What follows belongs to an exercise in optimizing a design on an open flow for small area, a short achievable clock period and few clock cycles; a production flow would make more cautious choices. Where RTL was checked, it was by simulation tests only, not by an equivalence proof against the original. No activity file was given, so power comes from the tool's default toggle rates.

## run D
==> flow/design.v <==
module transpose_pingpong #(
  parameter  int VALUE_WIDTH     = 17,
  parameter  int N               = 8,
  localparam int AXIS_DATA_WIDTH = 8 * ((VALUE_WIDTH - 1) / 8 + 1)
) (
  input  logic                       i_clk,
  input  logic                       i_aresetn,
  input  logic                       i_axis_TVALID,
  output logic                       o_axis_TREADY,
  input  logic [AXIS_DATA_WIDTH-1:0] i_axis_TDATA,
  input  logic                       i_axis_TLAST,
  output logic                       o_axis_TVALID,
  input  logic                       i_axis_TREADY,
  output logic [AXIS_DATA_WIDTH-1:0] o_axis_TDATA,
  output logic                       o_axis_TLAST,
  output logic                       o_tlast_err
);
  localparam int VW    = VALUE_WIDTH;
  localparam int DEPTH = N * N;        
  localparam int AW    = $clog2(DEPTH);
  localparam int D1   = 7;
  localparam int D2   = 14;
  localparam int D3   = 28;
  localparam int TAIL = DEPTH - 3 - D1 - D2 - D3;    
  logic pad_unused;
  assign pad_unused = ^i_axis_TDATA;
  logic [AW-1:0] cnt;         
  logic          fpar;        
  logic [AW-1:0] cnt_n;
  logic          fpar_n;
  logic          s1, s2, s3;  
  logic [AW-1:0] q2, q3;
  assign cnt_n  = cnt + 1'b1;
  assign q2     = cnt - AW'(D1 + 1);
  assign q3     = cnt - AW'(D1 + D2 + 2);
  assign fpar_n = fpar ^ (&cnt);
  logic [VW-1:0] ring_in;
  logic [VW-1:0] p0, p1, p2;
  logic [VW-1:0] b1 [D1];
  logic [VW-1:0] b2 [D2];
  logic [VW-1:0] b3 [D3];
  logic [VW-1:0] tl [TAIL];
  logic [VW-1:0] y1, y2, y3;
  logic [VW-1:0] ring_out;    
  logic [VW-1:0] ring_next;   
  assign y1 = s1 ? p0 : b1[D1-1];
  assign y2 = s2 ? p1 : b2[D2-1];
  assign y3 = s3 ? p2 : b3[D3-1];
  assign ring_out  = tl[TAIL-1];
  assign ring_next = tl[TAIL-2];
  always_ff @(posedge i_clk) begin
    p0    <= ring_in;
    b1[0] <= s1 ? b1[D1-1] : p0;
    for (int i = 1; i < D1; i++) b1[i] <= b1[i-1];
    p1    <= y1;
    b2[0] <= s2 ? b2[D2-1] : p1;
    for (int i = 1; i < D2; i++) b2[i] <= b2[i-1];
    p2    <= y2;
    b3[0] <= s3 ? b3[D3-1] : p2;
    for (int i = 1; i < D3; i++) b3[i] <= b3[i-1];
    tl[0] <= y3;
    for (int i = 1; i < TAIL; i++) tl[i] <= tl[i-1];
  end
  logic [AW-1:0] wp;          
  logic          wpar;        
  logic          have_out;    
  logic [AW-1:0] rp;          
  logic          rpar;        
  logic          ready_q;
  logic          accept;
  logic          load;
  logic          w_last;
  logic          r_last;
  logic [VW-1:0] o_value;
  logic          cnt_last;    
  logic          beat_next;   
  logic          eq_next;     
  logic          sink_free;
  logic          a_last;
  logic [3:0]    rdy_case;    
  logic          ready_n;
  assign o_axis_TREADY = ready_q;
  assign ring_in   = ready_q ? i_axis_TDATA[VW-1:0] : ring_out;
  assign accept    = i_axis_TVALID && ready_q;
  assign w_last    = &wp;
  assign r_last    = &rp;
  assign cnt_last  = &cnt;
  assign sink_free = !o_axis_TVALID || i_axis_TREADY;
  assign a_last    = accept && w_last;
  assign beat_next = have_out && (cnt_n == rp) && (fpar_n == rpar);
  assign load      = (beat_next || a_last) && sink_free;
  assign eq_next = (wp == cnt_n);
  always_comb begin
    logic par_ok;
    logic gone;
    par_ok = (wp == '0) ? (!have_out || (fpar_n == rpar)) : (fpar_n == wpar);
    gone   = have_out && r_last;
    rdy_case[0] = eq_next && par_ok && (!have_out || (cnt_n < rp));
    rdy_case[1] = eq_next && ((wp == '0) ? ((!have_out || gone) || (fpar_n == rpar)) : (fpar_n == wpar)) &&
                  (!have_out || gone || (cnt_n <= rp));
    rdy_case[2] = !w_last && (!have_out || (cnt_n < rp));
    rdy_case[3] = w_last || !have_out || gone || (cnt_n <= rp);
  end
  assign ready_n = rdy_case[{accept, load}];
  always_ff @(posedge i_clk or negedge i_aresetn) begin
    if (!i_aresetn) begin
      cnt         <= '0;
      fpar        <= 1'b0;
      s1          <= 1'b0;
      s2          <= 1'b0;
      s3          <= 1'b0;
      wp          <= '0;
      wpar        <= 1'b0;
      rp          <= '0;
      rpar        <= 1'b0;
      have_out    <= 1'b0;
      ready_q     <= 1'b1;
      o_tlast_err <= 1'b0;
    end else begin
      cnt         <= cnt_n;
      fpar        <= fpar_n;
      s1          <= cnt[3] & ~cnt[0];
      s2          <= q2[4] & ~q2[1];
      s3          <= q3[5] & ~q3[2];
      ready_q     <= ready_n;
      o_tlast_err <= accept && (i_axis_TLAST != w_last);
      if (accept) begin
        if (wp == '0) wpar <= fpar;
        wp <= wp + 1'b1;
      end
      if (a_last) begin
        have_out <= 1'b1;
        rpar     <= ~wpar;
        rp       <= AW'(load);
      end else if (load) begin
        rp <= rp + 1'b1;
        if (r_last) have_out <= 1'b0;
      end
    end
  end
  always_ff @(posedge i_clk) begin
    if (load) o_value <= ring_next;
  end
  always_ff @(posedge i_clk or negedge i_aresetn) begin
    if (!i_aresetn) begin
      o_axis_TVALID <= 1'b0;
      o_axis_TLAST  <= 1'b0;
    end else if (load) begin
      o_axis_TVALID <= 1'b1;
      o_axis_TLAST  <= r_last;
    end else if (i_axis_TREADY) begin
      o_axis_TVALID <= 1'b0;
      o_axis_TLAST  <= 1'b0;
    end
  end
  assign o_axis_TDATA = {{(AXIS_DATA_WIDTH - VW){o_value[VW-1]}}, o_value};
endmodule
make LEC_CHECK=0 CAP_MARGIN=20 CORE_MARGIN=2 CORE_UTILIZATION=50 CTS_BUF_LIST=sky130_fd_sc_hd__clkbuf_8 CTS_CLUSTER_SIZE=30 PLACE_DENSITY=0.65 SETUP_SLACK_MARGIN=2.2 SLEW_MARGIN=20 finish   # period 4.0 ns
run.sh (not shown) runs the stock make flow with config.mk's settings and CLKGATE_MAP_FILE= SYNTH_SCRIPT=/design/flow/synth_recipe.tcl, a recipe that flattens the netlist after the stock synthesis.
## Diff of input files: run E against run D
- CORE_UTILIZATION changed from 50 to 40
- CTS_CLUSTER_SIZE removed (was 30)
- PLACE_DENSITY changed from 0.65 to 0.6
- CTS_BUF_LIST removed (was sky130_fd_sc_hd__clkbuf_8)
- SETUP_SLACK_MARGIN changed from 2.2 to 2.0
Results
- Run D -> run E: share of synthesized registers carrying an async set or reset delta 0, exact match
- Length of routed met2 wiring went down by a few percent going from run D to run E.
- Re source-to-sink clock delay at the later pin of the worst-skew pair: run E and run D aren't equal, and the lower value belongs to run E.
- As far as worst setup slack is concerned, run D and run E perform about the same.
- Power share of the clock group: run E higher than run D
- Register fraction of the total cell area: lower on run E
- The clock slew seen by the registers of the worst setup and hold paths was comparable across run E and run D.
- Diff run E..run D | peak clock frequency supported by timing | negligible
- The basic-gate share of the synthesized area counting and, or, nand and nor cells on run D is in line with that on run E.
- ~same register-to-register slack in run E and run D
Function was not checked in any run of this note: the RTL went through the layout flow alone.

* * *

## old
transpose_pingpong, a different RTL version from the one above (not shown whole).
Size: about 1500 cells after synthesis, ~57 I/O pins.
==> flow/config.mk <==
export PLATFORM = sky130hd
export DESIGN_NAME = transpose_pingpong
export DESIGN_NICKNAME = transpose_pingpong
export VERILOG_FILES = /design/flow/design.v
export SDC_FILE = /design/flow/constraint.sdc
export NUM_CORES = 4
export LEC_CHECK = 0
export ABC_CLOCK_PERIOD_IN_PS = 2000
export CAP_MARGIN = 20
export CORE_MARGIN = 2
export CORE_UTILIZATION = 60
export CTS_BUF_LIST = sky130_fd_sc_hd__clkbuf_16 sky130_fd_sc_hd__clkbuf_8
export CTS_CLUSTER_DIAMETER = 70
export CTS_CLUSTER_SIZE = 34
export PLACE_DENSITY = 0.75
export SETUP_SLACK_MARGIN = 2.0
export SLEW_MARGIN = 20
==> flow/constraint.sdc <==
create_clock -name core_clock -period 4.0 [get_ports {i_clk}]
set_input_delay 0.8000 -clock core_clock [delete_from_list [all_inputs] [get_ports {i_clk}]]
set_output_delay 0.8000 -clock core_clock [all_outputs]
set_load 0.01 [all_outputs]
standard.sh (not shown) runs the stock make flow with config.mk's settings and CLKGATE_MAP_FILE= SYNTH_SCRIPT=/design/flow/synth_recipe.tcl, a recipe that flattens the netlist after the stock synthesis.
==> flow/flow/run.sh <==
#!/bin/bash
# The standard layout (standard.sh), with two changes to how it is made:
# the port buffers are plain buf_4 cells, and the resizer may change a cell's
# footprint while repairing (the platform otherwise restricts it to cells of
# the same footprint, which keeps slow delay cells on the ports).
set -euo pipefail
bash standard.sh MATCH_CELL_FOOTPRINT=0 "BUFFER_PORTS_ARGS=-buffer_cell sky130_fd_sc_hd__buf_4" finish > standard_flow.log 2>&1
For new, these inputs were changed with respect to old:
- swapping 2.0 for 2.2 in SETUP_SLACK_MARGIN
## What came out
On new: met2 routing resource usage after global routing is 0.56 points lower than what old gave.
new and old ended up with nearly the same global-route wire length before repair.
Going from old to new, sequential share of layout area shrank by 0.44 points, area added between synthesis and finish now larger, met1 demand-to-capacity share in global routing went up, weighted congestion at the end of routability-driven global placement went down.
Total length of routed met2 wires across new and old: no real change.
Total wirelength of the detailed-routed design on new is behind old.
Function was not checked in any run of this note: the RTL went through the layout flow alone.

* * *

Another version of the RTL of transpose_pingpong (not shown whole).
Size: ~1,100 flip-flops, roughly 26,000 um^2 of cells after synthesis.
Design transpose_pingpong, start of the top module:
module transpose_pingpong #(
  parameter  int VALUE_WIDTH     = 17,
  parameter  int N               = 8,
  localparam int AXIS_DATA_WIDTH = 8 * ((VALUE_WIDTH - 1) / 8 + 1)
) (
  input  logic                       i_clk,
  input  logic                       i_aresetn,
  input  logic                       i_axis_TVALID,
  output logic                       o_axis_TREADY,
  input  logic [AXIS_DATA_WIDTH-1:0] i_axis_TDATA,
  input  logic                       i_axis_TLAST,
  output logic                       o_axis_TVALID,
  input  logic                       i_axis_TREADY,
  output logic [AXIS_DATA_WIDTH-1:0] o_axis_TDATA,
  output logic                       o_axis_TLAST,
  output logic                       o_tlast_err
);
  localparam int VW    = VALUE_WIDTH;
  localparam int DEPTH = N * N;        
  localparam int AW    = $clog2(DEPTH);
  localparam int D1   = 7;
  localparam int D2   = 14;
  localparam int D3   = 28;
  localparam int TAIL = DEPTH - 3 - D1 - D2 - D3;    
  logic pad_unused;
  assign pad_unused = ^i_axis_TDATA;
  logic [AW-1:0] c1, c2;
  logic          fpar;        
  logic          fp1, fp2;    
  logic          s1, s2, s3;  
  logic [AW-1:0] q1, q2, q3;
  assign q1 = c1 - AW'(1);
  assign q2 = c1 - AW'(D1 + 2);
  assign q3 = c1 - AW'(D1 + D2 + 3);
  logic [VW-1:0] ring_in;
  logic [VW-1:0] p0, p1, p2;
  logic [VW-1:0] b1 [D1];
  logic [VW-1:0] b2 [D2];
  ...
make LEC_CHECK=0 CAP_MARGIN=20 CORE_MARGIN=2 CORE_UTILIZATION=40 PLACE_DENSITY=0.6 SETUP_SLACK_MARGIN=1.9 SLEW_MARGIN=20 finish   # period 4.0 ns
run.sh (not shown) runs the stock make flow with config.mk's settings and CLKGATE_MAP_FILE= SYNTH_SCRIPT=/design/flow/synth_recipe.tcl, a recipe that flattens the netlist after the stock synthesis.
Stock flow here: none of the scripts above is used.
The baseline finished with timing, DRC and antenna clean.
Rerun with:
Settings changed: CORE_UTILIZATION 40 to 60, PLACE_DENSITY 0.6 to 0.75, SETUP_SLACK_MARGIN 1.9 to 2.0.
Result: Cell area shrinks by 1.7%; routed wire length grows by 16%; first-iteration DRC count grows by 33%; clock-buffer cell count grows by 5; global-route usage grows by 7.1 points; cell count shrinks by 12%; total power shrinks by 2.2%.
No run of this note included a check of the RTL's function; only the layout flow was run.

* * *

Setup of run A:
transpose_pingpong, a different RTL version from the one above (not shown whole).
Size in the first run: roughly 57 I/O pins.
make LEC_CHECK=0 ABC_CLOCK_PERIOD_IN_PS=2000 CAP_MARGIN=20 CORE_MARGIN=2 CORE_UTILIZATION=60 CTS_BUF_LIST='sky130_fd_sc_hd__clkbuf_16 sky130_fd_sc_hd__clkbuf_8' CTS_CLUSTER_DIAMETER=70 CTS_CLUSTER_SIZE=36 PLACE_DENSITY=0.75 SETUP_SLACK_MARGIN=2.0 SLEW_MARGIN=20 finish   # period 4.0 ns
Testbench counts of run A, summed over its fixed seeds: cycles 16,896.
Inputs modified between run A and run B:
# run A
export LEC_CHECK = 0
export ABC_CLOCK_PERIOD_IN_PS = 2000
export CAP_MARGIN = 20
export CORE_MARGIN = 2
export CORE_UTILIZATION = 60
export CTS_BUF_LIST = sky130_fd_sc_hd__clkbuf_16 sky130_fd_sc_hd__clkbuf_8
export CTS_CLUSTER_DIAMETER = 70
export CTS_CLUSTER_SIZE = 36
export PLACE_DENSITY = 0.75
export SETUP_SLACK_MARGIN = 2.0
export SLEW_MARGIN = 20
create_clock -name core_clock -period 4.0 [get_ports {i_clk}]
# run B
export LEC_CHECK = 0
export ABC_CLOCK_PERIOD_IN_PS = 2000
export CAP_MARGIN = 20
export CORE_MARGIN = 2
export CORE_UTILIZATION = 70
export CTS_BUF_LIST = sky130_fd_sc_hd__clkbuf_16 sky130_fd_sc_hd__clkbuf_8
export CTS_CLUSTER_DIAMETER = 60
export CTS_CLUSTER_SIZE = 32
export PLACE_DENSITY = 0.8
export SETUP_SLACK_MARGIN = 2.1
export SLEW_MARGIN = 20
create_clock -name core_clock -period 4.0 [get_ports {i_clk}]
--- outcome ---
Compared with run A, run B shows fraction of layout cells with a size suffix above 1 higher by 1.8 points. Run B -> run A: post-synth net total delta 0, exact match. Run A -> run B: final non-filler cell total decreased by a few percent. Run B has multi-input gate share of the layout cell area above what run A had. Of run A and run B, the lower worst path arrival time belongs to run A. Diff run B..run A | pin count of the biggest net entering global routing | negligible. Sort run A and run B by total die area asc -> top: run B. Looking only at design area, and setting everything else aside, the higher value of run A and run B goes to run B. Run B: buffer count from post-CTS setup fixing 5 above run A. Comparing run A against run B, there is no change at all in count of unique library cells instantiated by Yosys.
Input changes introduced in run C (baseline for comparison: run B):
# run B
export LEC_CHECK = 0
export ABC_CLOCK_PERIOD_IN_PS = 2000
export CAP_MARGIN = 20
export CORE_MARGIN = 2
export CORE_UTILIZATION = 70
export CTS_BUF_LIST = sky130_fd_sc_hd__clkbuf_16 sky130_fd_sc_hd__clkbuf_8
export CTS_CLUSTER_DIAMETER = 60
export CTS_CLUSTER_SIZE = 32
export PLACE_DENSITY = 0.8
export SETUP_SLACK_MARGIN = 2.1
export SLEW_MARGIN = 20
create_clock -name core_clock -period 4.0 [get_ports {i_clk}]
# run C
export LEC_CHECK = 0
export CAP_MARGIN = 20
export CORE_MARGIN = 2
export CORE_UTILIZATION = 60
export CTS_BUF_LIST = sky130_fd_sc_hd__clkbuf_16 sky130_fd_sc_hd__clkbuf_8
export CTS_CLUSTER_DIAMETER = 60
export CTS_CLUSTER_SIZE = 30
export PLACE_DENSITY = 0.75
export SETUP_SLACK_MARGIN = 2.0
export SLEW_MARGIN = 20
create_clock -name core_clock -period 4.0 [get_ports {i_clk}]
[summary]
- The final layout from run C, which completed every stage, passed the timing, design-rule and antenna checks at the end of the flow.
- The setup slack of run C is smaller than that of run B.
- Run B reports its slowest cell on the critical path as sky130_fd_sc_hd__edfxtp_1 while run C reports sky130_fd_sc_hd__or4b_1.
- Startpoint of the most critical setup path = o_value[16]$_DFFE_PP_: run B; startpoint of the most critical setup path = rp[3]$_DFFE_PN0P_: run C
- Going from run B to run C, final standard cell area without fillers flat, total internal power down about 0.8%, final period demand of the worst path up 0.037 ns, well-tap cell count up about 17%.

* * *

transpose_pingpong, a different RTL version from the one above (not shown whole).
Size: about 1100 flip-flops, ~26000 um2 of cells after synthesis.
// transpose_pingpong
module transpose_pingpong #(
  parameter  int VALUE_WIDTH     = 17,
  parameter  int N               = 8,
  localparam int AXIS_DATA_WIDTH = 8 * ((VALUE_WIDTH - 1) / 8 + 1)
) (
  input  logic                       i_clk,
  input  logic                       i_aresetn,
  input  logic                       i_axis_TVALID,
  output logic                       o_axis_TREADY,
  input  logic [AXIS_DATA_WIDTH-1:0] i_axis_TDATA,
  input  logic                       i_axis_TLAST,
  output logic                       o_axis_TVALID,
  input  logic                       i_axis_TREADY,
  output logic [AXIS_DATA_WIDTH-1:0] o_axis_TDATA,
  output logic                       o_axis_TLAST,
  output logic                       o_tlast_err
);
==> flow/config.mk <==
export PLATFORM = sky130hd
export DESIGN_NAME = transpose_pingpong
export DESIGN_NICKNAME = transpose_pingpong
export VERILOG_FILES = /design/flow/design.v
export SDC_FILE = /design/flow/constraint.sdc
export NUM_CORES = 4
export LEC_CHECK = 0
export ABC_CLOCK_PERIOD_IN_PS = 2000
export CAP_MARGIN = 10
export CORE_MARGIN = 2
export CORE_UTILIZATION = 60
export CTS_BUF_LIST = sky130_fd_sc_hd__clkbuf_16 sky130_fd_sc_hd__clkbuf_8
export CTS_CLUSTER_DIAMETER = 70
export CTS_CLUSTER_SIZE = 34
export PLACE_DENSITY = 0.75
export SETUP_SLACK_MARGIN = 2.0
export SLEW_MARGIN = 10
==> flow/constraint.sdc <==
create_clock -name core_clock -period 4.0 [get_ports {i_clk}]
set_input_delay 0.8000 -clock core_clock [delete_from_list [all_inputs] [get_ports {i_clk}]]
set_output_delay 0.8000 -clock core_clock [all_outputs]
set_load 0.01 [all_outputs]
standard.sh (not shown) runs the stock make flow with config.mk's settings and CLKGATE_MAP_FILE= SYNTH_SCRIPT=/design/flow/synth_recipe.tcl, a recipe that flattens the netlist after the stock synthesis.
==> flow/flow/run.sh <==
#!/bin/bash
# The standard layout (standard.sh), with two changes to how it is made:
# the port buffers are plain buf_2 cells, and the resizer may change a cell's
# footprint while repairing (the platform otherwise restricts it to cells of
# the same footprint, which keeps slow delay cells on the ports).
set -euo pipefail
bash standard.sh MATCH_CELL_FOOTPRINT=0 "BUFFER_PORTS_ARGS=-buffer_cell sky130_fd_sc_hd__buf_2" finish > standard_flow.log 2>&1
The baseline completed with no timing, DRC or antenna violations.
Testbench counts at the start, summed over its fixed seeds: cycles 16,904.
Change:
==> flow/flow/run.sh (replaced) <==
#!/bin/bash
# The standard layout (standard.sh), with two changes to how it is made:
# the port buffers are plain buf_4 cells, and the resizer may change a cell's
# footprint while repairing (the platform otherwise restricts it to cells of
# the same footprint, which keeps slow delay cells on the ports).
set -euo pipefail
bash standard.sh MATCH_CELL_FOOTPRINT=0 "BUFFER_PORTS_ARGS=-buffer_cell sky130_fd_sc_hd__buf_4" finish > standard_flow.log 2>&1
CAP_MARGIN = 20   (was 10)
CORE_UTILIZATION = 50   (was 60)
PLACE_DENSITY = 0.7   (was 0.75)
SLEW_MARGIN = 20   (was 10)
=>
- power rose by about 1.8%
- maximum frequency barely changes
- non-clock buffer count does not change
- final cell count rose by about 5%
- sequential power hardly moves
- wire length fell by 4.4%
- global-route usage fell by 2.8 points
- worst setup slack hardly moves
- cell area rose by about 1.6%
Change:
==> flow/flow/run.sh (replaced) <==
#!/bin/bash
# The standard layout (standard.sh), with two changes to how it is made:
# the port buffers are plain buf_2 cells, and the resizer may change a cell's
# footprint while repairing (the platform otherwise restricts it to cells of
# the same footprint, which keeps slow delay cells on the ports).
set -euo pipefail
bash standard.sh MATCH_CELL_FOOTPRINT=0 "BUFFER_PORTS_ARGS=-buffer_cell sky130_fd_sc_hd__buf_2" finish > standard_flow.log 2>&1
CORE_UTILIZATION = 60   (was 50)
PLACE_DENSITY = 0.75   (was 0.7)
SETUP_SLACK_MARGIN = 2.1   (was 2.0)
After rerunning: The new run completed without violations. Synthesized area does not change. Total power is lower by 1.5%. Combinational power is higher by about 3%. Sequential power barely changes. Core utilization is higher by 10 points. First-iteration DRC count is higher by 30%. Global-route usage is higher by 2.9 points. Synthesized cell count stays the same. Non-clock buffer count is higher by 3. Sequential cell count is unchanged. Cell count is lower by about 4.4%.
Change:
==> flow/flow/run.sh (replaced) <==
#!/bin/bash
# The standard layout (standard.sh), with two changes to how it is made:
# the port buffers are plain buf_4 cells, and the resizer may change a cell's
# footprint while repairing (the platform otherwise restricts it to cells of
# the same footprint, which keeps slow delay cells on the ports).
set -euo pipefail
bash standard.sh MATCH_CELL_FOOTPRINT=0 "BUFFER_PORTS_ARGS=-buffer_cell sky130_fd_sc_hd__buf_4" finish > standard_flow.log 2>&1
SETUP_SLACK_MARGIN = 1.9   (was 2.1)
Effect: Worst hold slack gets worse by 140 ps. Maximum frequency falls by 1.3%. Routed wire length falls by 3.3%. Via count falls by 1.0%. Clock power stays flat.

## afterwards: timing with drivers on the ports
Ports are ideal in the flow. The routed layouts listed here were re-timed in OpenROAD. Step 1 (the two cells are an assumption about what drives the block):
set clk [get_ports {i_clk}]
set_driving_cell -lib_cell sky130_fd_sc_hd__clkbuf_16 $clk
set_driving_cell -lib_cell sky130_fd_sc_hd__buf_2 [delete_from_list [all_inputs] $clk]
Step 2 times the ports against the registers' clock, not the clock port: input delays grow and output delays shrink by t, the midpoint of the rising clock arrivals with the driver on. Slacks: ideal ports / drivers / drivers and shift; pairs: ideal ports / drivers.
| run | t, ns | slack for setup (ns) | worst setup path at the end | latest minus earliest clock arrival (ns) | slew at the worst register clock pin (ns) |
|---|---|---|---|---|---|
| run D | 0.793 | 1.365 / 1.365 / 0.921 | input to register | 0.040 / 0.041 | 0.07 / 0.07 |
| run E | 0.700 | 1.367 / 1.367 / 0.917 | input to register | 0.058 / 0.058 | 0.07 / 0.07 |
| old | 0.635 | 2.064 / 2.014 / 1.683 | input to register | 0.021 / 0.021 | 0.12 / 0.12 |
| new | 0.643 | 2.037 / 1.984 / 1.834 | input to register | 0.026 / 0.027 | 0.12 / 0.12 |
| the first run of note 3 | 0.683 | 1.800 / 1.743 / 1.347 | input to register | 0.022 / 0.022 | 0.07 / 0.07 |
| the second run of note 3 | 0.686 | 1.804 / 1.748 / 1.402 | input to register | 0.023 / 0.024 | 0.07 / 0.07 |
| run A | 0.626 | 1.897 / 1.842 / 1.387 | input to register | 0.049 / 0.048 | 0.12 / 0.12 |
| run B | 0.637 | 1.878 / 1.821 / 1.444 | input to register | 0.025 / 0.025 | 0.11 / 0.11 |
| run C | 0.655 | 1.841 / 1.812 / 1.309 | input to register | 0.028 / 0.028 | 0.11 / 0.11 |
| the first run of note 5 | 0.638 | 2.056 / 2.000 / 1.681 | input to register | 0.024 / 0.024 | 0.12 / 0.12 |
| the second run of note 5 | 0.633 | 2.054 / 1.996 / 1.642 | input to register | 0.042 / 0.042 | 0.12 / 0.12 |
| the third run of note 5 | 0.627 | 2.061 / 2.008 / 1.711 | input to register | 0.027 / 0.028 | 0.12 / 0.12 |
| the fourth run of note 5 | 0.643 | 2.035 / 1.990 / 1.625 | input to register | 0.023 / 0.023 | 0.12 / 0.12 |
After both steps setup and hold are still met in every run listed. For run C, which loses most, drivers alone change the setup slack by -0.029 ns; drivers and shift together by -0.532 ns.
